Context: an optimization exercise on an open-source flow, tuned for a short achievable clock period and few clock cycles. The choices shown serve that exercise and are no tape-out recipe.
At most, simulation tests tie the RTL to the original design; equivalence was not proved.
The RTL of runs 1 to 3 was laid out without a check of its function.
No run shown here takes its clock network from TritonCTS; it comes from the design's own scripts or RTL.
The clock port is modelled as an ideal driver, which makes a skipped or thinned clock tree look cheaper than it is; a real chip needs a root buffer or a tree.
No activity file was given, so power comes from the tool's default toggle rates.

==> design/flow/design.v <==
`timescale 1ns/10ps
`default_nettype none
module axi_mem (
  input  wire        aclk,
  input  wire        arstn,
  input  wire [3:0]  arid,
  input  wire [31:0] araddr,
  input  wire [3:0]  arlen,
  input  wire [2:0]  arsize,
  input  wire        arvalid,
  output wire        arready,
  input  wire [3:0]  awid,
  input  wire [31:0] awaddr,
  input  wire [3:0]  awlen,
  input  wire [2:0]  awsize,
  input  wire        awvalid,
  output wire        awready,
  input  wire [31:0] wdata,
  input  wire [3:0]  wstrb,
  input  wire        wlast,
  input  wire        wvalid,
  output wire        wready,
  output wire [3:0]  rid,
  output wire [31:0] rdata,
  output wire [1:0]  rresp,
  output wire        rlast,
  output wire        rvalid,
  input  wire        rready,
  output wire [3:0]  bid,
  output wire [1:0]  bresp,
  output wire        bvalid,
  input  wire        bready
);
  reg [1023:0] mem;
  reg [31:0]   sb_sel;    
  reg [3:0]    sb_ben;    
  reg [31:0]   sb_data;
  integer      i;
  always @(posedge aclk) begin
    for (i = 0; i < 128; i = i + 1)
      if (sb_ben[i%4] && sb_sel[i/4]) mem[8*i +: 8] <= sb_data[8*(i%4) +: 8];
  end
  reg        r_busy;      
  wire       r_idle = ~r_busy;    
  reg        arready_q;   
  reg        r_start;     
  reg        rvalid_q;
  reg        rvalid_o;    
  reg        rlast_o;     
  reg [1:0]  ra;          
  reg [4:0]  rw;          
  reg [31:0] rsel_a, rsel_b;   
  reg        rhz, rho;    
  reg [2:0]  rsz;
  reg [3:0]  rcnt;        
  reg [3:0]  rid_q;
  reg [31:0] rdata_q, rdata_h;    
  reg        rerr_q, rerr_h, rlast_q;
  reg [3:0]  rid_h;
  wire       r_end  = rvalid_q & rready & rlast_q;
  wire       r_ld   = r_start | (rvalid_q & rready & ~rlast_q);
  wire [2:0] r_off  = (rsz == 3'd0) ? {1'b0, ra} + 3'd1 :
                      (rsz == 3'd1) ? {1'b0, ra} + 3'd2 : {1'b1, ra};
  wire       r_wc   = r_off[2];                   
  wire       r_hc   = r_wc & (rw == 5'd31);       
  wire       r_low  = (rw == 5'd31) &
                      (((rsz == 3'd1) & (ra == 2'd3)) | ((rsz == 3'd2) & (ra != 2'd0)));
  wire       r_err  = (rsz > 3'd2) | ~rhz | r_low;
  reg [31:0] r_word;
  integer    k;
  always @* begin
    r_word = 32'd0;
    for (k = 0; k < 32; k = k + 1)
      r_word = r_word | (mem[32*k +: 32] & {{16{rsel_b[k]}}, {16{rsel_a[k]}}});
  end
  always @(posedge aclk or negedge arstn) begin
    if (!arstn) begin
      r_busy   <= 1'b0;
      r_start  <= 1'b0;
      rvalid_q <= 1'b0;
      rvalid_o <= 1'b0;
    end else begin
      r_start  <= r_idle & arvalid;
      r_busy   <= r_idle ? arvalid : ~r_end;
      rvalid_q <= r_start | (rvalid_o & ~r_end);
      rvalid_o <= r_start | (rvalid_q & ~r_end);
    end
  end
  wire [31:0] a_dec = 32'd1 << araddr[6:2];
  wire        r_rot = r_ld & r_wc;
  always @(posedge aclk) begin
    rsel_a <= r_idle ? a_dec : r_rot ? {rsel_b[30:0], rsel_b[31]} : rsel_b;
    rsel_b <= r_idle ? a_dec : r_rot ? {rsel_a[30:0], rsel_a[31]} : rsel_a;
  end
  always @(posedge aclk) begin
    if (r_idle) begin
      ra   <= araddr[1:0];
      rw   <= araddr[6:2];
      rhz  <= araddr[31:7] == 25'd0;
      rho  <= &araddr[31:7];
      rsz  <= arsize;
      rcnt <= arlen;
    end else if (r_ld) begin
      ra   <= r_off[1:0];
      rw   <= rw + {4'd0, r_wc};
      rhz  <= r_hc ? rho : rhz;
      rho  <= rho & ~r_hc;
      rcnt <= rcnt - 4'd1;
    end
  end
  always @(posedge aclk) begin
    arready_q <= r_idle ? ~arvalid : r_end;
    rlast_q <= r_ld ? (rcnt == 4'd0) : rlast_o;
    rlast_o <= r_ld ? (rcnt == 4'd0) : rlast_q;
    rid_q   <= r_idle ? arid : rid_h;
    rid_h   <= r_idle ? arid : rid_q;
    rdata_q <= r_ld ? (r_err ? 32'd0 : r_word) : rdata_h;
    rdata_h <= r_ld ? (r_err ? 32'd0 : r_word) : rdata_q;
    rerr_q  <= r_ld ? r_err : rerr_h;
    rerr_h  <= r_ld ? r_err : rerr_q;
  end
  assign arready = arready_q;
  assign rvalid  = rvalid_o;
  assign rid     = rid_q;
  assign rdata   = rdata_q;
  assign rresp   = {rerr_q, 1'b0};
  assign rlast   = rlast_o;
  reg        w_busy;      
  wire       w_idle = ~w_busy;    
  reg        awready_q;   
  wire       w_open  = ~bvalid_q;   
  reg        wready_q;    
  reg        bvalid_q;
  reg        bvalid_o;    
  reg        bresp_q, bresp_h;   
  reg [3:0]  bid_q, bid_h;
  reg        sticky;      
  reg        a0;          
  reg        a0s;         
  reg        ws0, ws1, ws2, wsb;    
  reg [1:0]  n_off,  p_off;
  reg [31:0] n_sel;
  reg        n_w31;
  reg        n_hz;
  reg        n_ho;
  reg [3:0]  n_rem;
  reg        n_err;
  reg [3:0]  n_lane, p_lane;
  reg        n_last, p_last;
  reg        n_wc,   p_wc;
  reg        n_hc;            
  reg        p_low;           
  wire [31:0] p_sel = n_wc ? {n_sel[30:0], n_sel[31]} : n_sel;
  wire       p_w31  = n_wc ? n_sel[30] : n_w31;
  wire       p_hz   = n_hc ? n_ho : n_hz;
  wire       p_ho   = n_ho & ~n_hc;
  wire [3:0] p_rem  = n_rem - 4'd1;
  wire       p_err  = wsb | ~p_hz | (p_w31 & p_low);
  reg        sa_v;
  reg [31:0] sa_data;
  reg [3:0]  sa_strb;
  reg        sa_last;     
  reg [3:0]  sa_ben;      
  reg [31:0] sa_sel;
  wire       w_hs   = wvalid & w_open;
  wire       b_end  = bvalid_q & bready;
  function automatic [3:0] f_mask(input [2:0] sz);
    f_mask = (sz == 3'd0) ? 4'b0001 : (sz == 3'd1) ? 4'b0011 : 4'b1111;
  endfunction
  function automatic [2:0] f_off(input [2:0] sz, input [1:0] off);
    f_off = (sz == 3'd0) ? {1'b0, off} + 3'd1 :
            (sz == 3'd1) ? {1'b0, off} + 3'd2 : {1'b1, off};
  endfunction
  function automatic f_err(input [2:0] sz, input hz, input w31, input [1:0] off);
    f_err = (sz > 3'd2) | ~hz |
            (w31 & (((sz == 3'd1) & (off == 2'd3)) | ((sz == 3'd2) & (off != 2'd0))));
  endfunction
  function automatic [3:0] g_lane(input [1:0] off);
    g_lane = ws0 ? (4'b0001 << off) : ws1 ? (4'b0011 << off) : (4'b1111 << off);
  endfunction
  function automatic [2:0] g_off(input [1:0] off);
    g_off = ws0 ? {1'b0, off} + 3'd1 : ws1 ? {1'b0, off} + 3'd2 : {1'b1, off};
  endfunction
  function automatic g_err(input hz, input w31, input [1:0] off);
    g_err = wsb | ~hz | (w31 & ((ws1 & (off == 2'd3)) | (ws2 & (off != 2'd0))));
  endfunction
  wire [4:0] b_w    = awaddr[6:2];
  wire [1:0] b_o    = awaddr[1:0];
  wire       b_hz   = awaddr[31:7] == 25'd0;
  wire       b_ho   = &awaddr[31:7];
  wire       b_w31  = b_w == 5'd31;
  wire [31:0] b_sel = 32'd1 << b_w;
  wire       b_err  = f_err(awsize, b_hz, b_w31, b_o);
  wire [2:0] b_off  = f_off(awsize, b_o);
  wire       b_wc   = b_off[2];
  wire       b_hc   = b_wc & b_w31;
  wire [1:0] b1_o   = b_off[1:0];
  wire [2:0] b1_off = f_off(awsize, b1_o);
  wire [2:0] nx_o3  = g_off(n_off);
  wire [1:0] nx_off = nx_o3[1:0];
  wire [31:0] nx_sel = n_wc ? {n_sel[30:0], n_sel[31]} : n_sel;
  wire       nx_w31 = n_wc ? n_sel[30] : n_w31;
  wire       nx_hz  = (n_wc & n_w31) ? n_ho : n_hz;
  wire       nx_ho  = n_ho & ~(n_wc & n_w31);
  wire [3:0] nx_rem = n_rem - 4'd1;
  wire [2:0] nx_o4  = g_off(nx_off);
  wire [2:0] px_o3  = g_off(p_off);
  wire [1:0] px_off = px_o3[1:0];
  wire [31:0] px_sel = p_wc ? {p_sel[30:0], p_sel[31]} : p_sel;
  wire       px_w31 = p_wc ? p_sel[30] : p_w31;
  wire       px_hz  = (p_wc & p_w31) ? p_ho : p_hz;
  wire       px_ho  = p_ho & ~(p_wc & p_w31);
  wire [3:0] px_rem = p_rem - 4'd1;
  wire [2:0] px_o4  = g_off(px_off);
  wire       e_err  = a0s ? p_err  : n_err;
  wire [3:0] e_lane = a0s ? p_lane : n_lane;
  wire       e_last = a0s ? p_last : n_last;
  wire [31:0] e_sel = a0s ? p_sel  : n_sel;
  wire       e_bad  = e_err | (wlast != e_last);
  wire       bad0   = a0 & (n_err | (sa_last != n_last));
  wire       sticky_now = sticky | bad0;
  wire       b_set0 = w_idle & awvalid & w_hs & (awlen == 4'd0);
  wire       b_set1 = w_busy & w_hs & e_last;
  wire       b_next = b_set0 | b_set1 | (bvalid_q & ~bready);
  always @(posedge aclk or negedge arstn) begin
    if (!arstn) begin
      w_busy    <= 1'b0;
      bvalid_q  <= 1'b0;
      bvalid_o  <= 1'b0;
      sa_v      <= 1'b0;
    end else begin
      w_busy    <= w_idle ? awvalid : ~b_end;
      bvalid_q  <= b_set0 | b_set1 | (bvalid_o & ~bready);
      bvalid_o  <= b_next;
      sa_v      <= w_hs;
    end
  end
  wire       bresp_nx = b_set0 ? (b_err | ~wlast) : (sticky_now | e_bad);
  always @(posedge aclk) begin
    awready_q <= w_idle ? ~awvalid : b_end;
    wready_q  <= ~b_next;
    bid_q     <= w_idle ? awid : bid_h;
    bid_h     <= w_idle ? awid : bid_q;
    bresp_q   <= (b_set0 | b_set1) ? bresp_nx : bresp_h;
    bresp_h   <= (b_set0 | b_set1) ? bresp_nx : bresp_q;
  end
  always @(posedge aclk) begin
    a0 <= w_idle & w_hs;
    if (w_idle | w_hs) a0s <= w_idle & w_hs;
    sticky <= w_idle ? 1'b0 : (sticky_now | (w_hs & e_bad));
    if (w_idle) begin
      ws0    <= awsize == 3'd0;
      ws1    <= awsize == 3'd1;
      ws2    <= awsize == 3'd2;
      wsb    <= awsize > 3'd2;
      n_off  <= b_o;
      n_sel  <= b_sel;
      n_w31  <= b_w31;
      n_hz   <= b_hz;
      n_ho   <= b_ho;
      n_rem  <= awlen;
      n_err  <= b_err;
      n_lane <= f_mask(awsize) << b_o;
      n_last <= awlen == 4'd0;
      n_wc   <= b_wc;
      n_hc   <= b_hc;
      p_off  <= b1_o;
      p_low  <= ((awsize == 3'd1) & (b1_o == 2'd3)) | ((awsize == 3'd2) & (b1_o != 2'd0));
      p_lane <= f_mask(awsize) << b1_o;
      p_last <= awlen == 4'd1;
      p_wc   <= b1_off[2];
    end else begin
      if (w_hs) begin                    
        n_off  <= a0s ? px_off : nx_off;
        n_sel  <= a0s ? px_sel : nx_sel;
        n_w31  <= a0s ? px_w31 : nx_w31;
        n_hz   <= a0s ? px_hz  : nx_hz;
        n_ho   <= a0s ? px_ho  : nx_ho;
        n_rem  <= a0s ? px_rem : nx_rem;
        n_err  <= a0s ? g_err(px_hz, px_w31, px_off) : g_err(nx_hz, nx_w31, nx_off);
        n_lane <= a0s ? g_lane(px_off) : g_lane(nx_off);
        n_last <= a0s ? (p_rem == 4'd1) : (n_rem == 4'd1);
        n_wc   <= a0s ? px_o4[2] : nx_o4[2];
        n_hc   <= a0s ? (px_o4[2] & px_w31) : (nx_o4[2] & nx_w31);
      end
    end
  end
  always @(posedge aclk) begin
    sa_data <= wdata;
    sa_strb <= wstrb;
    sa_last <= wlast;
    sa_ben  <= e_lane & wstrb & {4{~e_err}};
    sa_sel  <= e_sel;
    sb_data <= sa_data;
    sb_ben  <= (a0 ? (n_lane & sa_strb & {4{~n_err}}) : sa_ben) & {4{sa_v}};
    sb_sel  <= a0 ? n_sel : sa_sel;
  end
  assign awready = awready_q;
  assign wready  = wready_q;
  assign bvalid  = bvalid_o;
  assign bid     = bid_q;
  assign bresp   = {bresp_q, 1'b0};
endmodule
`default_nettype wire
==> design/flow/flow/run.sh <==
#!/bin/bash
# Standard ORFS flow (the standard.sh) with three changes:
# - the ports get sky130_fd_sc_hd__buf_8 buffers (sized later as usual)
#   instead of the delay cells buffer_ports picks by default;
# - before CTS, flow/move_hook.tcl moves each output's flip-flop next to the
#   port's output buffer;
# - the clock tree is built by flow/cts_hook.tcl (sourced before CTS; it
#   replaces clock_tree_synthesis): 4 root buffers on the clock port, each
#   driving the leaf buffers of one quadrant.
# The make output goes to standard_flow.log; each tool's own logs stay under
# orfs/logs.
set -euo pipefail
export FLOW_CTS_LEAVES=56
export FLOW_CTS_LEAF_CELL=sky130_fd_sc_hd__clkbuf_16
export FLOW_CTS_ROOT_CELL=sky130_fd_sc_hd__clkbuf_16
export FLOW_MOVE_OUTPUTS=1
cat flow/move_hook.tcl flow/cts_hook.tcl > pre_cts.tcl
bash standard.sh finish PRE_CTS_TCL=$PWD/pre_cts.tcl \
  BUFFER_PORTS_ARGS="-buffer_cell sky130_fd_sc_hd__buf_8" > standard_flow.log 2>&1
==> design/flow/flow/cts_hook.tcl <==
# Clock tree built by hand: the clock port drives 4 root buffers (one per
# quadrant of the sinks), each root drives the leaf buffers of its quadrant,
# and each leaf drives a compact, equal-sized group of flip-flop clock pins.
# Every sink sits behind exactly two buffers of the same type, so the tree is
# balanced; it replaces TritonCTS, which adds a third level.
proc my_bisect {pts nleaf} {
  # pts: list of {x y iterm}; split along the longer side into groups whose
  # sizes follow the number of leaves on each side
  if {$nleaf <= 1} { return [list $pts] }
  set xs [lmap p $pts {lindex $p 0}]
  set ys [lmap p $pts {lindex $p 1}]
  set w [expr {[tcl::mathfunc::max {*}$xs] - [tcl::mathfunc::min {*}$xs]}]
  set h [expr {[tcl::mathfunc::max {*}$ys] - [tcl::mathfunc::min {*}$ys]}]
  set k [expr {$w >= $h ? 0 : 1}]
  set s [lsort -integer -index $k $pts]
  set n [llength $s]
  set n1 [expr {$nleaf / 2}]
  set n2 [expr {$nleaf - $n1}]
  set m [expr {($n * $n1) / $nleaf}]
  return [concat [my_bisect [lrange $s 0 [expr {$m - 1}]] $n1] \
                 [my_bisect [lrange $s $m end] $n2]]
}

proc my_centroid {pts} {
  set sx 0; set sy 0
  foreach p $pts { set sx [expr {$sx + [lindex $p 0]}]; set sy [expr {$sy + [lindex $p 1]}] }
  set n [llength $pts]
  return [list [expr {$sx / $n}] [expr {$sy / $n}]]
}

proc clock_tree_synthesis {args} {
  if {[info exists ::env(FLOW_MOVE_OUTPUTS)] && $::env(FLOW_MOVE_OUTPUTS)} {
    my_move_output_flops
  }
  set nroot 4
  set nleaf $::env(FLOW_CTS_LEAVES)
  set leafcell $::env(FLOW_CTS_LEAF_CELL)
  set rootcell $::env(FLOW_CTS_ROOT_CELL)
  set db [ord::get_db]
  set block [ord::get_db_block]
  set clk [$block findNet aclk]
  set lm [$db findMaster $leafcell]
  set rm [$db findMaster $rootcell]
  set pts {}
  foreach it [$clk getITerms] {
    set bb [[$it getInst] getBBox]
    lappend pts [list [expr {([$bb xMin] + [$bb xMax]) / 2}] [expr {([$bb yMin] + [$bb yMax]) / 2}] $it]
  }
  puts "my_cts: [llength $pts] sinks, $nroot roots, $nleaf leaves"
  set per_root [expr {$nleaf / $nroot}]
  set quads [my_bisect $pts $nroot]
  set li 0
  set ri 0
  foreach q $quads {
    set rnet [odb::dbNet_create $block "clknet_root_$ri"]
    $rnet setSigType CLOCK
    set leaves [my_bisect $q $per_root]
    set lpts {}
    foreach g $leaves {
      set c [my_centroid $g]
      set inst [odb::dbInst_create $block $lm "clkbuf_leaf_$li"]
      $inst setLocation [lindex $c 0] [lindex $c 1]
      $inst setPlacementStatus PLACED
      set lnet [odb::dbNet_create $block "clknet_leaf_$li"]
      $lnet setSigType CLOCK
      foreach p $g {
        set it [lindex $p 2]
        $it disconnect
        $it connect $lnet
      }
      [$inst findITerm X] connect $lnet
      [$inst findITerm A] connect $rnet
      lappend lpts [list [lindex $c 0] [lindex $c 1]]
      puts "my_cts: leaf $li root $ri sinks [llength $g] at $c"
      incr li
    }
    set c [my_centroid $lpts]
    set rinst [odb::dbInst_create $block $rm "clkbuf_root_$ri"]
    $rinst setLocation [lindex $c 0] [lindex $c 1]
    $rinst setPlacementStatus PLACED
    [$rinst findITerm X] connect $rnet
    [$rinst findITerm A] connect $clk
    puts "my_cts: root $ri at $c"
    incr ri
  }
  global_connect
  set_propagated_clock [all_clocks]
}
==> design/flow/flow/move_hook.tcl <==
# Move each output's flip-flop (and the gate that feeds its D pin from its
# own Q, if any) next to the port's output buffer, so that the flip-flop
# drives a short wire. Flip-flops whose Q feeds more logic stay.
proc my_move_output_flops {} {
  set block [ord::get_db_block]
  set moved 0
  foreach bt [$block getBTerms] {
    if {[$bt getIoType] ne "OUTPUT"} { continue }
    set pnet [$bt getNet]
    if {$pnet eq "NULL"} { continue }
    set ob ""
    foreach it [$pnet getITerms] { if {[$it isOutputSignal]} { set ob [$it getInst] } }
    if {$ob eq ""} { continue }
    set a [$ob findITerm A]
    if {$a eq "NULL"} { continue }
    set qnet [$a getNet]
    if {$qnet eq "NULL"} { continue }
    set ff ""
    foreach it [$qnet getITerms] { if {[$it isOutputSignal]} { set ff [$it getInst] } }
    if {$ff eq ""} { continue }
    set mname [[$ff getMaster] getName]
    if {![string match "*__df*" $mname] && ![string match "*__edf*" $mname]} { continue }
    set loads {}
    foreach it [$qnet getITerms] { if {![$it isOutputSignal]} { lappend loads [$it getInst] } }
    set d [$ff findITerm D]
    set g ""
    if {$d ne "NULL" && [$d getNet] ne "NULL"} {
      foreach it [[$d getNet] getITerms] { if {[$it isOutputSignal]} { set g [$it getInst] } }
    }
    # besides the output buffer, Q may feed one gate (the hold path of an
    # enable): that gate and the D driver move along
    set others {}
    foreach l $loads { if {$l ne $ob} { lappend others $l } }
    if {[llength $others] > 1} { puts "my_move: keep [$ff getName] ([llength $loads] loads)"; continue }
    set loc [$ob getLocation]
    $ff setLocation [lindex $loc 0] [lindex $loc 1]
    foreach o $others { $o setLocation [lindex $loc 0] [lindex $loc 1] }
    if {$g ne "" && [llength $others] == 1} { $g setLocation [lindex $loc 0] [lindex $loc 1] }
    incr moved
  }
  puts "my_move: moved $moved output flip-flops"
}
==> design/flow/standard.sh <==
#!/bin/bash
# synth_recipe.tcl (not shown) runs the flow's synth.tcl, then flattens the netlist and writes it again
# the make line also repeats each setting of config.mk as NAME=value (left out here)
make -C /OpenROAD-flow-scripts/flow DESIGN_CONFIG=/design/flow/config.mk WORK_HOME=/design/flow/orfs CLKGATE_MAP_FILE= SYNTH_SCRIPT=/design/flow/synth_recipe.tcl "${@:-finish}"
==> design/flow/config.mk <==
export PLATFORM = sky130hd
export DESIGN_NAME = axi_mem
export DESIGN_NICKNAME = axi_mem
export VERILOG_FILES = /design/flow/design.v
export SDC_FILE = /design/flow/constraint.sdc
export NUM_CORES = 4
export LEC_CHECK = 0
export CAP_MARGIN = 20
export CORE_MARGIN = 2
export CORE_UTILIZATION = 55
export SETUP_SLACK_MARGIN = 4.0
export SLEW_MARGIN = 20
export TNS_END_PERCENT = 100
==> design/flow/constraint.sdc <==
create_clock -name core_clock -period 6.0 [get_ports {aclk}]
set_input_delay 1.2000 -clock core_clock [delete_from_list [all_inputs] [get_ports {aclk}]]
set_output_delay 1.2000 -clock core_clock [all_outputs]
set_load 0.01 [all_outputs]
==> results.txt, run 1 <==
result of the run=no timing/DRC/antenna violations; clock transition time at the flip-flop clock pins of the worst setup and hold paths=roughly 0.11 ns; syn avg cell area=15.8 um2; switching power as a share of total power=35.4%; flip-flop and latch area=roughly 39000 um2; DP HPWL=94300 um; clock share of power=16.7%; unrepaired setup endpoints after global routing=yes; Setup crit end kind=primary output; fraction of layout cells with a size suffix above 1=between 20 and 25%; family of cells with the greatest summed delay on the critical path=flip-flops; delay of the slowest critical-path stage=about 0.42 ns; worst-path maximum fanout=2; Avg Vias per Cell=between 6 and 7; PD cells=between 400 and 500 nW/um2; startpoint kind of the worst setup timing path=flip-flop; DRT iter0 DRCs=4674; number of distinct library cells after synthesis=68; DRT Wirelength=161000 um; remaining design rule violation count=0; terminating pin of the worst hold path=sb_data[26]$_DFF_P_; # rows=between 100 and 150; Wirelength per Cell=roughly 34 um; multi-input combinational cell area=roughly 12000 um2; worst relative slew slack=23.0%; internal cell power=around 18 mW; reported leakage power=about 20 nW; synthesized cell area=roughly 51000 um2; Chip Height=around 310 um; number of global-route vias before repair=~30000; switching power=between 9 and 10 mW; overall global routing resource usage=between 30% and 40%; num ports=between 150 and 200; slew of the pin with the lowest slew margin=1.15 ns; aggregate negative setup slack=0 ns; hold-fix buffer count after cts=0; critical path cell sequence=buf_8; crit path time final=around 2.2 ns; starting utilization of the core area=55.3%; Worst EP required=4.80 ns; worst IR drop on VDD=339 uV; power share of the combinational group=between 30% and 40%; clock latency on the worst-skew pair=~0.50 ns; initial antenna violation count=11; launch instance of the worst register-to-register path=rsel_b[25]$_DFF_P_; share of the clock period used by the worst path=between 30% and 40%; number of input and output port buffers inserted=approximately 180; flop2flop setup slack=roughly 4 ns; Post-synth ARST share=less than 1%; endpoints failing setup=0; critical path buffer and inverter count=1; signed area change from the synthesized netlist to the final layout=15.5%; count of flip-flops with a built-in enable after synthesis=approximately 1100; via count=31700; Fill cells=6713; number of failing hold endpoints at the final stage=0; f_max=0.445 GHz; antenna viol nets, final=0; sequential power share=48.6%; Final GP Congestion=0.878; fin. max-slew vios=0; data arrival time of the critical path=between 1 and 1.5 ns; classification of the worst-slack hold path=flip-flop to flip-flop; Total Die Area=approximately 96000 um2; synthesized netlist cell count=3264; worst hold start=sa_data[26]$_DFF_P_; number of instances in the placed design=approximately 4600; dominant synthesized flop cell=edfxtp_1; Ys Warns=1; maximum number of pins on one net before global-route repair=just under 80; final instance count without filler cells=between 4000 and 5000; library cell contributing the largest single delay on the critical path=dfrtp_1; Hold Path Depth=0; total congestion overflow=0; R2R depth=6; net total in the final layout=3594; synthesized flop and latch total=approximately 1400; critical path start-end classification=flip-flop to primary output; MaxCap Viol Count=0; Crit Reg-Reg Endpoint=rdata_q[23]$_DFF_P_; sequential element share of the synthesized area=between 70 and 80%; Initial DRT Pass Iterations=10; Placeable Area=93000 um2; Die Wd=310 um; final worst clock skew=0.0244 ns; global-route wire length before repair=222000 um
==> sequential cells by signal (all words and copies together) (netlist names), 5 cells and up <==
name     cells
sb_data     32
rdata_q     32
n_sel       32
sa_data     32
mem       1024
sa_sel      32
rw           5
rsel_b      32
rsel_a      32
rdata_h     32
sb_sel      32
==> per-stage QoR <==
| stage | setup slack (ns) | cell area (um2) | utilization (%) | hold WS, ns | power (mW) |
|---|---|---|---|---|---|
| floorplan | 3.66 | 52100 | - | 0.310 | 17.3 |
| global placement | 2.89 | 55900 | 60.0 | 0.310 | 20.9 |
| detailed placement | 2.85 | 55900 | 60.0 | 0.312 | 21.0 |
| CTS | 3.74 | 58500 | 62.9 | 0.334 | 26.7 |
| global route | 3.71 | 59400 | 63.9 | 0.336 | 28.2 |
| finish | 3.75 | 59400 | 63.9 | 0.328 | 27.4 |
==> cells in the mapped netlist (2+ instances only) <==
master     instances  area [um2]
nand2b_1           5        31.3
o41ai_1            3        26.3
clkbuf_1         143         537
o21ai_0           78         390
a31oi_1            6        37.5
buf_4             10        75.1
nor3b_1            5        37.5
buf_1             44         165
xor2_1             9        78.8
o31ai_1            4        30.0
dfxtp_1          296        5930
o21a_1             2        15.0
buf_2             17        85.1
a21o_1            72         541
edfxtp_1        1103       33100
mux2i_1          108        1080
a21oi_1           23         115
nand3_1           17        85.1
nor4b_1            2        17.5
and3_1             6        37.5
xnor2_1            9        78.8
ha_1              14         175
a32oi_1            4        35.0
nor2_1            69         259
a22oi_1          513        3850
o2bb2ai_1          3        26.3
nor2b_1           13        81.3
o21ai_1            2        10.0
a32o_1            29         290
o211ai_1           3        22.5
nand2_1          166         623
inv_1             27         101
a31o_2             4        35.0
a2111oi_0          2        17.5
mux2_2            73         822
nor3_1            18        90.1
a211oi_1           3        22.5
and2_1           133         832
nand4_1          143         895
nor4_1            47         294
or3_1              2        12.5
dfrtp_1            8         200
==> area by class of cell <==
class                           count  area share, %
Multi-Input combinational cell   1619           20.9
Sequential cell                  1407           66.2
Tap cell                         1254           2.64
Inverter                           28          0.189
Antenna cell                        4         0.0168
Buffer                             60           2.53
Timing Repair Buffer              334           7.47
==> cells in the final DEF (no fill, tap or decap), types with 95 or more instances in the layout <==
| cell type | n |
|---|---|
| nand2_1 | 162 |
| edfxtp_1 | 1103 |
| mux2i_1 | 107 |
| and2_1 | 124 |
| dfxtp_1 | 216 |
| buf_8 | 180 |
| nand4_1 | 143 |
| buf_4 | 95 |
| a22oi_1 | 494 |
==> worst max path at each step <==
stage / from / endpoint / slack, ns / cells past startpoint
finish: rvalid_o$_DFF_PN0_ / rvalid / 3.75 / 1
CTS: rvalid_o$_DFF_PN0_ / rvalid / 3.74 / 1
detailed placement: rready / rdata_h[0]$_DFF_P_ / 2.85 / 6
global placement: rready / rlast_o$_DFF_P_ / 2.89 / 5
floorplan: awsize[2] / p_low$_DFFE_PN_ / 3.66 / 8
global route: bvalid_o$_DFF_PN0_ / bvalid / 3.71 / 1
==> what timing repair did <==
item / CTS / global route
setup buffers: 31 / 42
resized for setup: 165 / 114
endpoints found under the hold margin: 0 / 0
pin swaps: 25 / 45
endpoints found under the setup margin: 329 / 253
gates cloned: 10 / 3
==> logic make-up (layout without fill, tap and decap cells) <==
logic type	after synthesis	after routing	synth area share, %
AOI/OAI and AO/OA	764	765	10.9
xor gates and xnor gates	18	18	0.306
adders and majority gates	15	15	0.360
buffers and inverters	243	422	1.90
DFF	1407	1407	76.3
muxes	182	182	3.73
other	1	6	0.00729
and+or+nand+nor	634	637	6.55
==> power by group through the flow <==
stage	sequential [mW]	combinational, mW	clock (mW)
3_3_place_gp	13.4	7.48	0
3_5_place_dp	13.4	7.57	0
4_1_cts	13.2	8.84	4.59
6_report	13.3	9.48	4.58
2_1_floorplan	12.7	4.64	0
5_1_grt	13.4	9.94	4.90
==> metal layers <==
layer / up-vias / share of wire [%] / track usage (%) / wire [um]
met5: - / 0.0056 / 0 / 9
met4: 2 / 2.5 / 6.98 / 4080
met3: 229 / 11 / 5.73 / 18300
met2: 1966 / 47 / 52.3 / 75300
met1: 16300 / 39 / 46.7 / 62800
li1: 13100 / - / - / -
==> run 2, diff against run 1 <==
--- a/design/flow/config.mk
+++ b/design/flow/config.mk
@@ -10,2 +10,3 @@
 export CORE_UTILIZATION = 55
+export PLACE_DENSITY = 0.75
 export SETUP_SLACK_MARGIN = 4.0
==> results.txt, run 2 <==
Worst Setup Slack post-DPL=2.87 ns (+0.0176 ns); overall global routing resource usage=30.9% (-1.5 points); remaining design rule violation count=0 (unchanged); hold-fix buffer count after cts=0 (unchanged); number of global-route vias before repair=29900 (-0.81%); Die Wd=310 um (unchanged); list of most frequent post-synthesis cells=1103 x edfxtp_1, 513 x a22oi_1, 296 x dfxtp_1; number of input and output port buffers inserted=177 (unchanged); Post-synth ARST share=0.569% (unchanged); most frequent standard cell in the layout excluding fill and tap cells=edfxtp_1; flip-flop count of the largest register, all copies and words added=1024 (unchanged); number of failing hold endpoints at the final stage=0 (unchanged); result of the run=no timing/DRC/antenna violations; DP HPWL=89000 um (-5.7%); data arrival time of the critical path=1.05 ns (about the same); launch instance of the worst register-to-register path=n_sel[30]$_DFFE_PP_; starting utilization of the core area=55.3% (unchanged); delay of the slowest critical-path stage=0.42 ns (about the same); global-route wire length before repair=213000 um (-3.9%); crit path time final=2.25 ns (+0.00202 ns); fraction of synthesized cell area taken by the top area cell type=64.4% (unchanged); MaxCap Viol Count=0 (unchanged); count of flip-flops with a built-in enable after synthesis=1103 (unchanged); num ports=180 (unchanged); critical path buffer and inverter count=1 (unchanged); worst hold margin=0.326 ns (-0.00239 ns); dominant synthesized flop cell=edfxtp_1; Setup crit end kind=primary output; via count=31700 (+0.21%); synthesized flop and latch total=1407 (unchanged); number of distinct library cells after synthesis=68 (unchanged); PD cells=452 nW/um2 (-1.9%); worst hold start=sa_data[26]$_DFF_P_; synthesized cell area=51500 um2 (unchanged); Ys Warns=1 (unchanged); Fill cells=6497 (-3.2%); signed area change from the synthesized netlist to the final layout=14.4%; unrepaired setup endpoints after global routing=yes; library cell contributing the largest single delay on the critical path=dfrtp_1; net total in the final layout=3572 (-0.61%); startpoint kind of the worst setup timing path=flip-flop; critical path start-end classification=flip-flop to primary output; sequential element share of the synthesized area=76.3% (unchanged); worst-path maximum fanout=2 (unchanged); DRT Wirelength=153000 um (-4.9%); commonest cells after routing, fill and taps aside=1103 x edfxtp_1, 504 x a22oi_1, 219 x dfxtp_1; initial antenna violation count=8 (-3); fin worst setup slack=3.75 ns (-0.00202 ns); flop2flop setup slack=3.89 ns (-0.06 ns); crit path launch=rvalid_o$_DFF_PN0_; Final GP Congestion=0.879 (+0.17%); reported leakage power=20.0 nW (-1.4%); Placeable Area=93000 um2 (unchanged); Total Die Area=96000 um2 (unchanged); Worst EP required=4.80 ns (about the same); share of the clock period used by the worst path=37.5% (about the same); maximum number of pins on one net before global-route repair=78 (unchanged); classification of the worst-slack hold path=flip-flop to flip-flop; synthesized netlist cell count=3264 (unchanged); DRT iter0 DRCs=5224 (+12%); Synth area leaders=edfxtp_1 64%, dfxtp_1 12%, a22oi_1 7.5%; critical path cell sequence=buf_8; fin. max-slew vios=0 (unchanged); clock transition time at the flip-flop clock pins of the worst setup and hold paths=0.10 ns (about the same); Chip Height=310 um (unchanged); clock latency on the worst-skew pair=0.49 ns (about the same); fraction of layout cells with a size suffix above 1=19.4% (-1.1 points); antenna viol nets, final=0 (unchanged); worst IR drop on VDD=311 uV (-8.4%); aggregate negative setup slack=0 ns (unchanged); syn avg cell area=15.8 um2 (unchanged); final worst clock skew=0.0259 ns (+0.00151 ns); f_max=0.445 GHz (about the same); Wirelength per Cell=32.5 um (-4.8%); total congestion overflow=0 (unchanged); Most flops, register=mem; Avg Vias per Cell=6.75 (+0.31%); # rows=112 (unchanged); endpoints failing setup=0 (unchanged); largest area contributor in the netlist=edfxtp_1; slew of the pin with the lowest slew margin=1.14 ns (-0.00947 ns); Initial DRT Pass Iterations=8 (-2); dominant cell by count in the synthesized netlist=edfxtp_1; worst relative slew slack=23.6% (+0.63 points); family of cells with the greatest summed delay on the critical path=flip-flops
-- run 2: cell counts after synthesis --
No cell type changed its count.
-- run 2: per-stage QoR --
stage | total power [mW] | std cells | cell area, um2 | utilization [%]
floorplan | 17.3 | 3265 | 52100 | -
global placement | 20.5 | 4552 | 55800 | 60.0
detailed placement | 20.7 | 4552 | 55800 | 60.0
CTS | 25.9 | 4642 | 58100 | 62.5
global route | 27.3 | 4680 | 58800 | 63.2
finish | 26.6 | 4701 | 58900 | 63.3
-- run 2: cell families (layout without fill, tap and decap cells) --
family	after synthesis	in the layout	synth area share, %
adder cells (fa/ha/maj)	15	15	0.360
XOR/XNOR	18	18	0.306
buffers and inverters	243	401	1.90
AO/OA/AOI/OAI	764	765	10.9
flip-flops	1407	1407	76.3
other	1	23	0.00729
AND/OR/NAND/NOR	634	636	6.55
multiplexers	182	182	3.73
-- run 2: metal layers --
| layer | vias to the layer above | global-route usage (%) | part of all wire [%] |
|---|---|---|---|
| li1 | 13100 | - | - |
| met1 | 15800 | 42.2 | 36 |
| met2 | 2383 | 48.7 | 46 |
| met3 | 382 | 8.33 | 14 |
| met4 | 8 | 9.99 | 4.0 |
| met5 | - | 0 | 0.033 |
-- run 2: area by class of cell --
class | count | area, um2 | share of cell area, %
Buffer | 60 | 1500 | 2.55
Timing Repair Buffer | 313 | 4030 | 6.84
Sequential cell | 1407 | 39400 | 66.9
Inverter | 28 | 115 | 0.196
Antenna cell | 21 | 52.6 | 0.0893
Tap cell | 1254 | 1570 | 2.66
Multi-Input combinational cell | 1618 | 12200 | 20.8
-- run 2: worst paths after layout --
| kind | cells after the start | endpoint |
|---|---|---|
| min reg2reg | 0 | sb_data[26]$_DFF_P_ |
| min | 0 | sb_data[26]$_DFF_P_ |
| min in group asynchronous | 1 | rvalid_o$_DFF_PN0_ |
| max in group asynchronous | 1 | w_busy$_DFF_PN0_ |
| max | 1 | rvalid |
| max reg2reg | 5 | n_err$_DFFE_PP_ |
-- run 2: what timing repair did --
action                     4_1_cts  5_1_grt
gates cloned                     6        2
gates resized for setup        130       85
hold endpoints to repair         0        0
setup endpoints to repair      274      249
buffers inserted                24       36
pin swaps                       15       28
-- run 2: where the power goes --
part / leakage [nW] / switching [mW] / internal [mW]
clock network: 0.740 / 2.74 / 1.78
logic: 6.69 / 5.13 / 3.51
registers: 12.6 / 1.44 / 12.0
==> run 3, diff against run 2 <==
--- a/design/flow/flow/run.sh
+++ b/design/flow/flow/run.sh
@@ -16,2 +16,3 @@
 export FLOW_MOVE_OUTPUTS=1
+export FLOW_MOVE_RDATA=0.6
 cat flow/move_hook.tcl flow/cts_hook.tcl > pre_cts.tcl
--- a/design/flow/flow/move_hook.tcl
+++ b/design/flow/flow/move_hook.tcl
@@ -1,4 +1,7 @@
-# Move each output's flip-flop (and the gate that feeds its D pin from its
-# own Q, if any) next to the port's output buffer, so that the flip-flop
-# drives a short wire. Flip-flops whose Q feeds more logic stay.
+# Move each output's flip-flop next to the port's output buffer, so that it
+# drives a short wire. The gate driving its D pin moves along, and so does
+# the one other gate its Q may feed (the hold path of a copy register) with
+# that copy register, if the copy feeds little else. Flip-flops whose Q feeds
+# more logic stay. rdata's flip-flops go the fraction FLOW_MOVE_RDATA of the
+# way (all of it if unset).
 proc my_move_output_flops {} {
@@ -34,6 +37,30 @@
     if {[llength $others] > 1} { puts "my_move: keep [$ff getName] ([llength $loads] loads)"; continue }
-    set loc [$ob getLocation]
-    $ff setLocation [lindex $loc 0] [lindex $loc 1]
-    foreach o $others { $o setLocation [lindex $loc 0] [lindex $loc 1] }
-    if {$g ne "" && [llength $others] == 1} { $g setLocation [lindex $loc 0] [lindex $loc 1] }
+    # rdata's flip-flops go only part of the way: their D side (the word
+    # select) is long as well
+    set f 1.0
+    if {[string match "rdata*" [$bt getName]] && [info exists ::env(FLOW_MOVE_RDATA)]} {
+      set f $::env(FLOW_MOVE_RDATA)
+    }
+    set ol [$ob getLocation]
+    set fl [$ff getLocation]
+    set x [expr {int([lindex $fl 0] + $f * ([lindex $ol 0] - [lindex $fl 0]))}]
+    set y [expr {int([lindex $fl 1] + $f * ([lindex $ol 1] - [lindex $fl 1]))}]
+    $ff setLocation $x $y
+    foreach o $others {
+      $o setLocation $x $y
+      # a copy register fed by that gate moves along too
+      foreach oit [$o getITerms] {
+        if {![$oit isOutputSignal] || [$oit getNet] eq "NULL"} { continue }
+        foreach lit [[$oit getNet] getITerms] {
+          set li [$lit getInst]
+          if {[$lit getMTerm] ne "NULL" && [[$lit getMTerm] getName] eq "D" && $li ne $ff} {
+            set q [$li findITerm Q]
+            if {$q ne "NULL" && [$q getNet] ne "NULL" && [llength [[$q getNet] getITerms]] <= 3} {
+              $li setLocation $x $y
+            }
+          }
+        }
+      }
+    }
+    if {$g ne "" && [llength $others] == 1} { $g setLocation $x $y }
     incr moved
--- a/design/flow/config.mk
+++ b/design/flow/config.mk
@@ -10,3 +10,2 @@
 export CORE_UTILIZATION = 55
-export PLACE_DENSITY = 0.75
 export SETUP_SLACK_MARGIN = 4.0
==> results.txt, run 3 <==
starting utilization of the core area=55.3% (unchanged); unrepaired setup endpoints after global routing=yes; Avg Vias per Cell=6.73 (-0.41%); Chip Height=310 um (unchanged); remaining design rule violation count=0 (unchanged); placed inst area=55900 um2 (about the same); library cell contributing the largest single delay on the critical path=dfrtp_1; number of input and output port buffers inserted=177 (unchanged); dominant synthesized flop cell=edfxtp_1; syn avg cell area=15.8 um2 (unchanged); delay of the slowest critical-path stage=0.42 ns (about the same); sequential element share of the synthesized area=76.3% (unchanged); crit path time final=2.24 ns (-0.00902 ns); most frequent standard cell in the layout excluding fill and tap cells=edfxtp_1; internal cell power=17.6 mW (+1.9%); fraction of layout cells with a size suffix above 1=20.2% (+0.72 points); startpoint kind of the worst setup timing path=flip-flop; switching power=9.61 mW (+3.1%); fraction of synthesized cell area taken by the top area cell type=64.4% (unchanged); DP HPWL=94300 um (+6.0%); f_max=0.447 GHz (+0.40%); clock latency on the worst-skew pair=0.49 ns (about the same); initial antenna violation count=8 (unchanged); antenna viol nets, final=0 (unchanged); clock share of power=16.8% (-0.2 points); aggregate negative setup slack=0 ns (unchanged); result of the run=no timing/DRC/antenna violations; fraction of the core area covered by cells at the end of the flow=63.6% (+0.37 points); Setup crit end kind=primary output; final instance area=59200 um2 (+0.59%); net total in the final layout=3583 (+0.31%); Crit. path cell count=1 (unchanged); Ys Warns=1 (unchanged); Wirelength per Cell=33.9 um (+4.3%); fin. max-slew vios=0 (unchanged); MaxCap Viol Count=0 (unchanged); # rows=112 (unchanged); via count=31600 (-0.55%); classification of the worst-slack hold path=flip-flop to flip-flop; Initial DRT Pass Iterations=8 (unchanged); critical path buffer and inverter count=1 (unchanged); signed area change from the synthesized netlist to the final layout=15.1%; worst hold margin=0.326 ns (-0.000257 ns); worst relative slew slack=24.5% (+0.88 points); DRT iter0 DRCs=4714 (-9.8%); fin worst setup slack=3.76 ns (+0.00902 ns); num ports=180 (unchanged); total congestion overflow=0 (unchanged); power share of the combinational group=34.4% (+1.9 points); Die Wd=310 um (unchanged); overall global routing resource usage=32.3% (+1.3 points); Worst Setup Slack post-DPL=2.85 ns (-0.0176 ns); commonest cells after routing, fill and taps aside=1103 x edfxtp_1, 495 x a22oi_1, 218 x dfxtp_1; family of cells with the greatest summed delay on the critical path=flip-flops; number of distinct library cells after synthesis=68 (unchanged); Worst EP required=4.80 ns (about the same); Total Die Area=96000 um2 (unchanged); R2R depth=7 (+2); DRT Wirelength=159000 um (+4.1%); critical path cell sequence=buf_8; count of flip-flops with a built-in enable after synthesis=1103 (unchanged); synthesized cell area=51500 um2 (unchanged); switching power as a share of total power=35.3% (+0.26 points); largest area contributor in the netlist=edfxtp_1; flip-flop count of the largest register, all copies and words added=1024 (unchanged); reported leakage power=20.2 nW (+0.98%); Post-synth ARST share=0.569% (unchanged); sequential power share=48.8% (-1.7 points); global-route wire length before repair=220000 um (+3.5%); dominant cell by count in the synthesized netlist=edfxtp_1; worst-path maximum fanout=2 (unchanged); Most flops, register=mem; PD cells=459 nW/um2 (+1.7%); share of the clock period used by the worst path=37.3% (-0.15 points); endpoints failing setup=0 (unchanged); final worst clock skew=0.0255 ns (-0.000389 ns); maximum number of pins on one net before global-route repair=78 (unchanged); synthesized flop and latch total=1407 (unchanged); flop2flop setup slack=3.90 ns (about the same); Placeable Area=93000 um2 (unchanged); Synth area leaders=edfxtp_1 64%, dfxtp_1 12%, a22oi_1 7.5%; data arrival time of the critical path=1.04 ns (about the same); Final GP Congestion=0.878 (-0.17%); critical path start-end classification=flip-flop to primary output; synthesized netlist cell count=3264 (unchanged); number of failing hold endpoints at the final stage=0 (unchanged); clock transition time at the flip-flop clock pins of the worst setup and hold paths=0.10 ns (about the same); slew of the pin with the lowest slew margin=1.13 ns (-0.0132 ns); number of global-route vias before repair=30200 (+0.85%); worst IR drop on VDD=339 uV (+9.1%); Hold Path Depth=0 (unchanged); list of most frequent post-synthesis cells=1103 x edfxtp_1, 513 x a22oi_1, 296 x dfxtp_1
==> run 3: cell types whose count changed in the layout (fill, tap and decap cells not counted), moves of 6 or more <==
cell	delta
diode_2	-18
a22oi_1	-9
a22oi_2	+9
nor4_4	+9
buf_12	+7
nor4_1	-7
buf_4	-6
==> run 3: kinds of logic after synthesis <==
logic type | count (synthesis) | share of synthesized area [%]
flops | 1407 | 76.3
compound gates | 764 | 10.9
simple gates | 634 | 6.55
buf+inv | 243 | 1.90
mux | 182 | 3.73
xor+xnor | 18 | 0.306
fa+ha+maj | 15 | 0.360
other cells | 1 | 0.00729
==> run 3: cell type report <==
class                      count  area [um2]
timing repair buffer         324        4310
fill                        6740       33800
multi-input combinational   1618       12400
sequential                  1407       39400
buffer                        60        1500
antenna                        3        7.51
tap                         1254        1570
inverter                      28         113
==> run 3: power groups by stage <==
stage	sequential, mW	clock (mW)	combinational, mW
finish	13.3	4.57	9.35
global route	13.4	4.89	9.80
CTS	13.2	4.58	8.76
detailed placement	13.4	0	7.57
global placement	13.4	0	7.48
floorplan	12.7	0	4.64
==> run 3: layer usage <==
layer / GRT usage (%) / vias up / part of all wire [%]
li1: - / 13100 / -
met1: 46.4 / 16300 / 39
met2: 51.9 / 1955 / 47
met3: 5.39 / 242 / 11
met4: 7.53 / 2 / 2.9
met5: 0 / - / 0.0063
==> run 3: final timing paths <==
kind,from,to
min,sa_data[26]$_DFF_P_,sb_data[26]$_DFF_P_
max,bvalid_o$_DFF_PN0_,bvalid
min in group asynchronous,arstn,w_busy$_DFF_PN0_
max reg2reg,rsel_a[7]$_DFF_P_,rdata_q[15]$_DFF_P_
max in group asynchronous,arstn,r_busy$_DFF_PN0_
min reg2reg,sa_data[26]$_DFF_P_,sb_data[26]$_DFF_P_
==> run 3: what timing repair did <==
item	CTS	global route
endpoints found under the setup margin	326	257
hold buffers	0	0
cloned	9	2
gates resized for setup	161	97
pin swaps	29	40
setup buffers	33	30
==> run 3: per-stage QoR <==
step	total power [mW]	instances
finish	27.2	4694
global route	28.1	4691
CTS	26.6	4658
detailed placement	21.0	4556
global placement	20.9	4556
floorplan	17.3	3265
==> run 4, diff against run 3 <==
--- a/design/flow/design.v
+++ b/design/flow/design.v
@@ -84,4 +84,4 @@
       r_busy   <= r_idle ? arvalid : ~r_end;
-      rvalid_q <= r_start | (rvalid_o & ~r_end);
-      rvalid_o <= r_start | (rvalid_q & ~r_end);
+      rvalid_q <= r_start | (rvalid_q & ~r_end);
+      rvalid_o <= r_start | (rvalid_q & ~(rready & rlast_o));
     end
@@ -232,4 +232,4 @@
       w_busy    <= w_idle ? awvalid : ~b_end;
-      bvalid_q  <= b_set0 | b_set1 | (bvalid_o & ~bready);
-      bvalid_o  <= b_next;
+      bvalid_q  <= b_next;
+      bvalid_o  <= b_set0 | b_set1 | (~wready_q & ~bready);
       sa_v      <= w_hs;
--- a/design/flow/flow/run.sh
+++ b/design/flow/flow/run.sh
@@ -16,3 +16,2 @@
 export FLOW_MOVE_OUTPUTS=1
-export FLOW_MOVE_RDATA=0.6
 cat flow/move_hook.tcl flow/cts_hook.tcl > pre_cts.tcl
--- a/design/flow/config.mk
+++ b/design/flow/config.mk
@@ -10,2 +10,3 @@
 export CORE_UTILIZATION = 55
+export PLACE_DENSITY = 0.75
 export SETUP_SLACK_MARGIN = 4.0
==> results.txt, run 4 <==
Placeable Area=93000 um2 (unchanged); switching power as a share of total power=35.0% (-0.25 points); syn avg cell area=15.8 um2 (about the same); clock share of power=16.9% (about the same); power share of the combinational group=33.3% (-1.1 points); DRT iter0 DRCs=5346 (+13%); share of the clock period used by the worst path=36.7% (-0.64 points); aggregate negative setup slack=0 ns (unchanged); number of global-route vias before repair=30500 (+1.0%); fraction of synthesized cell area taken by the top area cell type=64.4% (about the same); critical path start-end classification=flip-flop to primary output; switching power=9.35 mW (-2.7%); Die Wd=310 um (about the same); commonest cells after routing, fill and taps aside=1103 x edfxtp_1, 482 x a22oi_1, 213 x dfxtp_1; library cell contributing the largest single delay on the critical path=dfrtp_1; fraction of layout cells with a size suffix above 1=20.1% (-0.093 points); num ports=180 (unchanged); antenna viol nets, final=0 (unchanged); Worst EP required=4.80 ns (about the same); critical path buffer and inverter count=1 (unchanged); Wirelength per Cell=32.1 um (-5.3%); via count=31600 (+0.025%); PD cells=453 nW/um2 (-1.4%); Chip Height=310 um (about the same); MaxCap Viol Count=0 (unchanged); Synth area leaders=edfxtp_1 64%, dfxtp_1 12%, a22oi_1 7.5%; sequential element share of the synthesized area=76.3% (about the same); starting utilization of the core area=55.3% (about the same); Most flops, register=mem; reported leakage power=20.1 nW (-0.42%); Final GP Congestion=0.897 (+2.2%); initial antenna violation count=6 (-2); f_max=0.454 GHz (+1.7%); crit path time final=2.20 ns (-0.0384 ns); overall global routing resource usage=30.5% (-1.8 points); clock transition time at the flip-flop clock pins of the worst setup and hold paths=0.10 ns (about the same); worst IR drop on VDD=260 uV (-23%); fin. max-slew vios=0 (unchanged); synthesized cell area=51400 um2 (about the same); data arrival time of the critical path=1.00 ns (-0.04 ns); count of flip-flops with a built-in enable after synthesis=1103 (unchanged); number of input and output port buffers inserted=177 (unchanged); largest area contributor in the netlist=edfxtp_1; # rows=112 (unchanged); slew of the pin with the lowest slew margin=1.19 ns (+0.0555 ns); flip-flop count of the largest register, all copies and words added=1024 (unchanged); synthesized flop and latch total=1407 (unchanged); global-route wire length before repair=211000 um (-4.2%); total congestion overflow=0 (unchanged); most frequent standard cell in the layout excluding fill and tap cells=edfxtp_1; startpoint kind of the worst setup timing path=flip-flop; DRT Wirelength=151000 um (-5.1%); sequential power share=49.8% (+1.0 points); fraction of the core area covered by cells at the end of the flow=63.3% (-0.34 points); hold-fix buffer count after cts=0 (unchanged); synthesized netlist cell count=3261 (-0.092%); worst relative slew slack=20.8% (-3.7 points); Post-synth ARST share=0.569% (unchanged); number of failing hold endpoints at the final stage=0 (unchanged); Total Die Area=96000 um2 (about the same); Initial DRT Pass Iterations=6 (-2); Fill cells=6564 (-2.6%); number of distinct library cells after synthesis=62 (-8.8%); net total in the final layout=3589 (+0.17%); classification of the worst-slack hold path=flip-flop to flip-flop; final worst clock skew=0.0206 ns (-0.00490 ns); dominant cell by count in the synthesized netlist=edfxtp_1; list of most frequent post-synthesis cells=1103 x edfxtp_1, 513 x a22oi_1, 296 x dfxtp_1; result of the run=no timing/DRC/antenna violations; clock latency on the worst-skew pair=0.48 ns (about the same); DP HPWL=91100 um (-3.4%); internal cell power=17.3 mW (-1.6%); flip-flop and latch area=39400 um2 (about the same); family of cells with the greatest summed delay on the critical path=flip-flops; endpoints failing setup=0 (unchanged); Avg Vias per Cell=6.72 (-0.12%); multi-input combinational cell area=12200 um2 (-1.3%); maximum number of pins on one net before global-route repair=73 (-6.4%); Ys Warns=1 (unchanged); signed area change from the synthesized netlist to the final layout=14.5%; worst-path maximum fanout=1 (-1); remaining design rule violation count=0 (unchanged); dominant synthesized flop cell=edfxtp_1; unrepaired setup endpoints after global routing=yes; delay of the slowest critical-path stage=0.40 ns (-0.02 ns); Setup crit end kind=primary output; critical path cell sequence=buf_8
-- run 4: area by class of cell --
class	count	share of cell area (%)
well taps	1254	2.66
diodes	4	0.0170
plain buffers	60	2.55
flip-flops and latches	1407	66.8
inverters	28	0.178
repair buffers	329	7.05
multi-input cells	1619	20.7
-- run 4: path summary, 6_finish.rpt --
check / to / slack, ns / depth (start not counted) / startpoint
worst min register to register: sb_data[3]$_DFF_P_ / 0.32 / 0 / sa_data[3]$_DFF_P_
min in group asynchronous: r_busy$_DFF_PN0_ / 0.53 / 1 / arstn
worst max-delay path: rvalid / 3.80 / 1 / rvalid_o$_DFF_PN0_
worst min-delay path: sb_data[3]$_DFF_P_ / 0.32 / 0 / sa_data[3]$_DFF_P_
max in group asynchronous: w_busy$_DFF_PN0_ / 5.28 / 1 / arstn
worst max register to register: rdata_q[5]$_DFF_P_ / 3.93 / 6 / rsel_a[31]$_DFF_P_
-- run 4: through the flow --
stage / hold WS [ns] / area (um2) / worst slack, ns / cells / power [mW]
finish: 0.322 / 58900 / 3.80 / 4701 / 26.7
detailed placement: 0.312 / 55800 / 3.06 / 4563 / 20.9
floorplan: 0.310 / 51900 / 3.66 / 3262 / 16.9
global route: 0.328 / 58900 / 3.77 / 4697 / 27.4
global placement: 0.312 / 55800 / 3.11 / 4563 / 20.7
CTS: 0.329 / 58000 / 3.78 / 4655 / 25.8
-- run 4: kinds of logic (layout without fill, tap and decap cells) --
family / count (synthesis) / after routing / synth area share (%)
adders and majority gates: 15 / 15 / 0.360
other: 1 / 6 / 0.00729
muxes: 180 / 180 / 3.69
xor gates and xnor gates: 18 / 18 / 0.307
DFF: 1407 / 1407 / 76.3
AOI/OAI and AO/OA: 769 / 770 / 10.9
buffers and inverters: 241 / 417 / 1.87
and+or+nand+nor: 630 / 634 / 6.53
-- run 4: power by group through the flow --
stage | sequential, mW | combinational (mW) | clock, mW
detailed placement | 13.4 | 7.49 | 0
CTS | 13.2 | 8.18 | 4.50
floorplan | 12.6 | 4.31 | 0
finish | 13.3 | 8.88 | 4.52
global placement | 13.3 | 7.36 | 0
global route | 13.3 | 9.26 | 4.83
-- run 4: timing repair --
item                                   CTS  global route
setup endpoints to repair              268           446
buffers inserted                        28            37
resized for setup                      141           110
gates cloned                             4             4
pin swaps                               30            49
endpoints found under the hold margin    0             0
-- run 4: layer usage --
layer | global-route usage [%] | part of all wire, % | vias up
met5 | 0 | 0.038 | -
met3 | 7.11 | 14 | 337
met2 | 49.5 | 47 | 2400
met1 | 40.5 | 35 | 15700
met4 | 10.9 | 4.1 | 8
li1 | - | - | 13100
Testbench counts of run 4, summed over its fixed seeds: cycles 84,364.
==> run 5, diff against run 4 <==
--- a/design/flow/config.mk
+++ b/design/flow/config.mk
@@ -9,4 +9,3 @@
 export CORE_MARGIN = 2
-export CORE_UTILIZATION = 55
-export PLACE_DENSITY = 0.75
+export CORE_UTILIZATION = 65
 export SETUP_SLACK_MARGIN = 4.0
==> results.txt, run 5 <==
syn avg cell area=15.8 um2 (unchanged); critical path cell sequence=buf_8; R2R depth=6 (unchanged); initial antenna violation count=4 (-2); Fill cells=4733 (-28%); result of the run=no timing/DRC/antenna violations; flop2flop setup slack=3.99 ns (+0.06 ns); flip-flop count of the largest register, all copies and words added=1024 (unchanged); aggregate negative setup slack=0 ns (unchanged); crit path launch=rvalid_o$_DFF_PN0_; starting utilization of the core area=65.4% (+10 points); Final GP Congestion=0.891 (-0.64%); signed area change from the synthesized netlist to the final layout=13.8%; Placeable Area=78600 um2 (-16%); termination of the worst setup path=rvalid; Synth area leaders=edfxtp_1 64%, dfxtp_1 12%, a22oi_1 7.5%; Crit Reg-Reg Endpoint=rdata_q[31]$_DFF_P_; overall global routing resource usage=37.1% (+6.6 points); most frequent standard cell in the layout excluding fill and tap cells=edfxtp_1; net total in the final layout=3573 (-0.45%); clock latency on the worst-skew pair=0.48 ns (about the same); Setup crit end kind=primary output; commonest cells after routing, fill and taps aside=1103 x edfxtp_1, 506 x a22oi_1, 226 x dfxtp_1; fraction of layout cells with a size suffix above 1=19.2% (-0.90 points); slew of the pin with the lowest slew margin=1.15 ns (-0.0332 ns); critical path buffer and inverter count=1 (unchanged); sequential element share of the synthesized area=76.3% (unchanged); antenna viol nets, final=0 (unchanged); remaining design rule violation count=0 (unchanged); num ports=180 (unchanged); clock transition time at the flip-flop clock pins of the worst setup and hold paths=0.10 ns (about the same); final instance count without filler cells=4482 (-4.7%); worst relative slew slack=23.0% (+2.2 points); reported leakage power=20.1 nW (-0.20%); number of failing hold endpoints at the final stage=0 (unchanged); synthesized cell area=51400 um2 (unchanged); library cell contributing the largest single delay on the critical path=dfrtp_1; Die Wd=285 um (-7.9%); DRT Wirelength=155000 um (+2.9%); global-route wire length before repair=217000 um (+2.8%); worst hold start=sa_data[31]$_DFF_P_; count of flip-flops with a built-in enable after synthesis=1103 (unchanged); final instance area=58600 um2 (-0.60%); Post-synth ARST share=0.569% (unchanged); dominant synthesized flop cell=edfxtp_1; classification of the worst-slack hold path=flip-flop to flip-flop; Ys Warns=1 (unchanged); Avg Vias per Cell=7.11 (+5.8%); synthesized flop and latch total=1407 (unchanged); maximum number of pins on one net before global-route repair=80 (+9.6%); worst hold margin=0.331 ns (+0.00841 ns); number of instances in the placed design=4351 (-4.6%); dominant cell by count in the synthesized netlist=edfxtp_1; worst IR drop on VDD=359 uV (+38%); data arrival time of the critical path=1.02 ns (+0.02 ns); f_max=0.451 GHz (-0.69%); launch instance of the worst register-to-register path=rsel_b[2]$_DFF_P_; list of most frequent post-synthesis cells=1103 x edfxtp_1, 513 x a22oi_1, 296 x dfxtp_1; unrepaired setup endpoints after global routing=yes; endpoints failing setup=0 (unchanged); MaxCap Viol Count=0 (unchanged); critical path start-end classification=flip-flop to primary output; Crit. path cell count=1 (unchanged); final worst clock skew=0.0300 ns (+0.00945 ns); number of global-route vias before repair=30400 (-0.23%); placed inst area=55500 um2 (-0.57%); worst-path maximum fanout=1 (unchanged); family of cells with the greatest summed delay on the critical path=flip-flops; Most flops, register=mem; Wirelength per Cell=34.6 um (+7.9%); delay of the slowest critical-path stage=0.41 ns (about the same); Initial DRT Pass Iterations=6 (unchanged); number of distinct library cells after synthesis=62 (unchanged); overall power consumption=26.4 mW (-0.86%); share of the clock period used by the worst path=36.9% (+0.25 points); largest area contributor in the netlist=edfxtp_1; total congestion overflow=0 (unchanged); Chip Height=285 um (-7.9%); fin. max-slew vios=0 (unchanged); Total Die Area=81400 um2 (-15%); PD cells=452 nW/um2 (-0.26%); DRT iter0 DRCs=4819 (-9.9%); number of input and output port buffers inserted=177 (unchanged); Worst EP required=4.80 ns (about the same); startpoint kind of the worst setup timing path=flip-flop; via count=31900 (+0.89%); synthesized netlist cell count=3261 (unchanged); # rows=103 (-8.0%); fraction of synthesized cell area taken by the top area cell type=64.4% (unchanged); DP HPWL=93200 um (+2.3%); crit path time final=2.22 ns (+0.0152 ns)
run 5: cell counts after synthesis:
No cell type changed its count.
run 5: worst min-delay path by stage:
stage	end	cells past startpoint
CTS	sb_data[23]$_DFF_P_	0
detailed placement	sb_data[23]$_DFF_P_	0
global route	sb_data[13]$_DFF_P_	0
finish	sb_data[31]$_DFF_P_	0
global placement	sb_data[28]$_DFF_P_	0
floorplan	sb_data[0]$_DFF_P_	0
run 5: worst reg2reg max path, cell delays in order, from the launching register on:
cell and delay [ns]:
dfxtp_1 0.31, buf_4 0.25, a22oi_2 0.25, nand4_1 0.28
nor4_4 0.51, nor2_1 0.14, a21o_1 0.17
run 5: metal layers:
layer / track usage (%) / vias up / share of wire (%)
met1: 51.8 / 16100 / 36
met2: 59.8 / 2317 / 48
met5: 0 / - / 0.016
met3: 6.24 / 367 / 12
li1: - / 13100 / -
met4: 13.5 / 4 / 4.6
run 5: what timing repair did:
action	in CTS	in global routing
resized for setup	126	112
hold buffers	0	0
setup endpoints to repair	247	611
pin swaps	18	40
cloned	5	7
buffers inserted	22	30
run 5: where the power goes:
group          switching (mW)  internal (mW)
logic                    5.29           3.48
clock network            2.72           1.79
registers                1.20           12.0
run 5: metrics by stage:
stage          setup slack, ns  utilization, %
4_1_cts                   3.77            73.4
6_report                  3.78            74.5
3_5_place_dp              2.98            70.5
3_3_place_gp              3.05            70.5
5_1_grt                   3.75            74.5
2_1_floorplan             3.66               -
run 5: area by class of cell:
class | instances | area, um2 | area share [%]
Inverter | 28 | 105 | 0.179
Antenna cell | 5 | 12.5 | 0.0214
Timing Repair Buffer | 311 | 3970 | 6.78
Tap cell | 1050 | 1310 | 2.24
Sequential cell | 1407 | 39400 | 67.2
Buffer | 60 | 1500 | 2.56
Multi-Input combinational cell | 1621 | 12300 | 21.0
run 5: cells by family (layout without fill, tap and decap cells):
kind of cell	Yosys count	count (layout)	share of synthesized area, %
AOI/OAI and AO/OA	769	770	10.9
DFF	1407	1407	76.3
other	1	7	0.00729
adders and majority gates	15	15	0.360
buffers and inverters	241	399	1.87
and+or+nand+nor	630	636	6.53
muxes	180	180	3.69
xor gates and xnor gates	18	18	0.307
==> run 6, diff against run 5 <==
--- a/design/flow/config.mk
+++ b/design/flow/config.mk
@@ -9,3 +9,3 @@
 export CORE_MARGIN = 2
-export CORE_UTILIZATION = 65
+export CORE_UTILIZATION = 55
 export SETUP_SLACK_MARGIN = 4.0
==> results.txt, run 6 <==
result of the run=no timing/DRC/antenna violations; net total in the final layout=3570 (-0.084%); DP HPWL=96500 um (+3.6%); number of failing hold endpoints at the final stage=0 (unchanged); library cell contributing the largest single delay on the critical path=dfrtp_1; classification of the worst-slack hold path=flip-flop to flip-flop; number of global-route vias before repair=30100 (-0.97%); fraction of layout cells with a size suffix above 1=20.0% (+0.81 points); commonest cells after routing, fill and taps aside=1103 x edfxtp_1, 508 x a22oi_1, 220 x dfxtp_1; starting utilization of the core area=55.3% (-10 points); final instance area=59000 um2 (+0.68%); launch instance of the worst register-to-register path=ra[0]$_DFFE_PP_; f_max=0.451 GHz (-0.12%); placed inst area=55700 um2 (+0.46%); final worst clock skew=0.0239 ns (-0.00616 ns); share of the clock period used by the worst path=37.0% (+0.043 points); list of most frequent post-synthesis cells=1103 x edfxtp_1, 513 x a22oi_1, 296 x dfxtp_1; internal cell power=17.3 mW (+0.32%); critical path buffer and inverter count=1 (unchanged); sequential element share of the synthesized area=76.3% (unchanged); fraction of the core area covered by cells at the end of the flow=63.4% (-11 points); fraction of synthesized cell area taken by the top area cell type=64.4% (unchanged); reported leakage power=20.1 nW (about the same); Worst EP required=4.80 ns (about the same); delay of the slowest critical-path stage=0.40 ns (about the same); switching power as a share of total power=35.2% (+0.29 points); initial antenna violation count=1 (-3); Ys Warns=1 (unchanged); total congestion overflow=0 (unchanged); num ports=180 (unchanged); Crit Reg-Reg Endpoint=rdata_q[15]$_DFF_P_; Synth area leaders=edfxtp_1 64%, dfxtp_1 12%, a22oi_1 7.5%; # rows=112 (+8.7%); termination of the worst setup path=bvalid; most frequent standard cell in the layout excluding fill and tap cells=edfxtp_1; flop2flop setup slack=3.90 ns (-0.09 ns); Most flops, register=mem; startpoint kind of the worst setup timing path=flip-flop; critical path start-end classification=flip-flop to primary output; Setup crit end kind=primary output; number of distinct library cells after synthesis=62 (unchanged); remaining design rule violation count=0 (unchanged); syn avg cell area=15.8 um2 (unchanged); worst relative slew slack=25.0% (+2.0 points); global-route wire length before repair=222000 um (+2.3%); clock latency on the worst-skew pair=0.49 ns (about the same); switching power=9.37 mW (+1.6%); family of cells with the greatest summed delay on the critical path=flip-flops; crit path launch=bvalid_o$_DFF_PN0_; count of flip-flops with a built-in enable after synthesis=1103 (unchanged); critical path cell sequence=buf_8; Total Die Area=96000 um2 (+18%); Crit. path cell count=1 (unchanged); endpoints failing setup=0 (unchanged); MaxCap Viol Count=0 (unchanged); signed area change from the synthesized netlist to the final layout=14.6%; Placeable Area=93000 um2 (+18%); overall global routing resource usage=32.7% (-4.4 points); largest area contributor in the netlist=edfxtp_1; Die Wd=310 um (+8.6%); slew of the pin with the lowest slew margin=1.12 ns (-0.0300 ns); hold-fix buffer count after cts=0 (unchanged); number of input and output port buffers inserted=177 (unchanged); dominant cell by count in the synthesized netlist=edfxtp_1; maximum number of pins on one net before global-route repair=72 (-10%); synthesized netlist cell count=3261 (unchanged); DRT iter0 DRCs=4315 (-10%); PD cells=452 nW/um2 (about the same); power share of the combinational group=33.4% (+0.2 points); worst IR drop on VDD=429 uV (+19%); Final GP Congestion=0.856 (-4.0%); synthesized flop and latch total=1407 (unchanged); DRT Wirelength=161000 um (+3.6%); R2R depth=11 (+5); sequential power share=49.4% (-0.4 points); fin. max-slew vios=0 (unchanged); synthesized cell area=51400 um2 (unchanged); unrepaired setup endpoints after global routing=yes; data arrival time of the critical path=1.02 ns (about the same); Post-synth ARST share=0.569% (unchanged); crit path time final=2.22 ns (+0.00255 ns); dominant synthesized flop cell=edfxtp_1; Avg Vias per Cell=6.64 (-6.6%); aggregate negative setup slack=0 ns (unchanged); clock transition time at the flip-flop clock pins of the worst setup and hold paths=0.10 ns (about the same); Wirelength per Cell=34.4 um (-0.78%); flip-flop count of the largest register, all copies and words added=1024 (unchanged); worst-path maximum fanout=1 (unchanged); Initial DRT Pass Iterations=6 (unchanged); via count=31100 (-2.5%); clock share of power=17.2% (+0.2 points); antenna viol nets, final=0 (unchanged); Chip Height=310 um (+8.6%)
-- run 6: power by group through the flow --
stage          sequential [mW]  clock, mW  combinational (mW)
2_1_floorplan             12.6          0                4.31
3_3_place_gp              13.3          0                7.14
3_5_place_dp              13.3          0                7.23
4_1_cts                   13.1       4.57                8.36
5_1_grt                   13.3       4.89                9.34
6_report                  13.2       4.57                8.91
-- run 6: stage by stage --
stage	power, mW	hold slack (ns)	instances	setup WS (ns)
floorplan	16.9	0.310	3262	3.66
detailed placement	20.6	0.312	4554	3.00
global route	27.5	0.336	4678	3.74
finish	26.7	0.325	4680	3.78
CTS	26.1	0.333	4654	3.74
global placement	20.4	0.310	4553	3.01
-- run 6: area by class of cell --
class / instances / area [um2]
sequential: 1407 / 39400
fill: 6723 / 34100
multi-input combinational: 1620 / 12400
timing repair buffer: 309 / 3980
tap: 1254 / 1570
buffer: 60 / 1500
inverter: 28 / 118
antenna: 2 / 5.00
-- run 6: metal layers --
metal,vias up,wire [um],global-route usage (%),share of wire [%]
met3,301,16200,5.39,10
met4,0,6140,9.53,3.8
li1,13100,-,-,-
met1,16000,64000,47.0,40
met5,-,0,0,0
met2,1699,74400,52.0,46
-- run 6: cells by family (layout without fill, tap and decap cells) --
family | count (synthesis) | count (layout) | synth area share (%)
flip-flops | 1407 | 1407 | 76.3
AND/OR/NAND/NOR | 630 | 635 | 6.53
buffers and inverters | 241 | 397 | 1.87
adder cells (fa/ha/maj) | 15 | 15 | 0.360
XOR/XNOR | 18 | 18 | 0.307
multiplexers | 180 | 180 | 3.69
AO/OA/AOI/OAI | 769 | 770 | 10.9
other | 1 | 4 | 0.00729
-- run 6: worst min-delay path by stage --
stage | end | from | depth (start not counted) | slack, ns
floorplan | sb_data[0]$_DFF_P_ | sa_data[0]$_DFF_P_ | 0 | 0.31
detailed placement | sb_data[13]$_DFF_P_ | sa_data[13]$_DFF_P_ | 0 | 0.31
CTS | sb_data[13]$_DFF_P_ | sa_data[13]$_DFF_P_ | 0 | 0.33
global route | sb_data[19]$_DFF_P_ | sa_data[19]$_DFF_P_ | 0 | 0.34
global placement | sb_data[10]$_DFF_P_ | sa_data[10]$_DFF_P_ | 0 | 0.31
finish | sb_data[11]$_DFF_P_ | sa_data[11]$_DFF_P_ | 0 | 0.33
-- run 6: timing repair --
action | CTS | global route
setup endpoints to repair | 301 | 557
resized for setup | 170 | 119
gates cloned | 7 | 4
pin swaps | 25 | 46
setup buffers | 33 | 20

## port drivers added, routing unchanged
The results above use ideal ports. As a check the final layouts listed here were re-extracted and re-timed, cells and wires unchanged. Step 1 assumes that a clkbuf_16 drives the clock port and a buf_2 every other input. Step 2 times the ports against the registers' clock, not the clock port: input delays grow and output delays shrink by t, the midpoint of the rising clock arrivals with the driver on. Three values: no drivers, after step 1, after step 2; two values: the first two.
| run | shift t [ns] | setup slack, ns |
|---|---|---|
| run 1 | 0.644 | 3.754 / 3.591 / 3.464 |
| run 2 | 0.627 | 3.752 / 3.597 / 3.331 |
| run 3 | 0.641 | 3.761 / 3.599 / 3.463 |
| run 4 | 0.625 | 3.799 / 3.646 / 3.471 |
| run 5 | 0.617 | 3.784 / 3.635 / 3.408 |
| run 6 | 0.637 | 3.781 / 3.624 / 3.345 |
After both steps setup and hold are still met in every run listed.
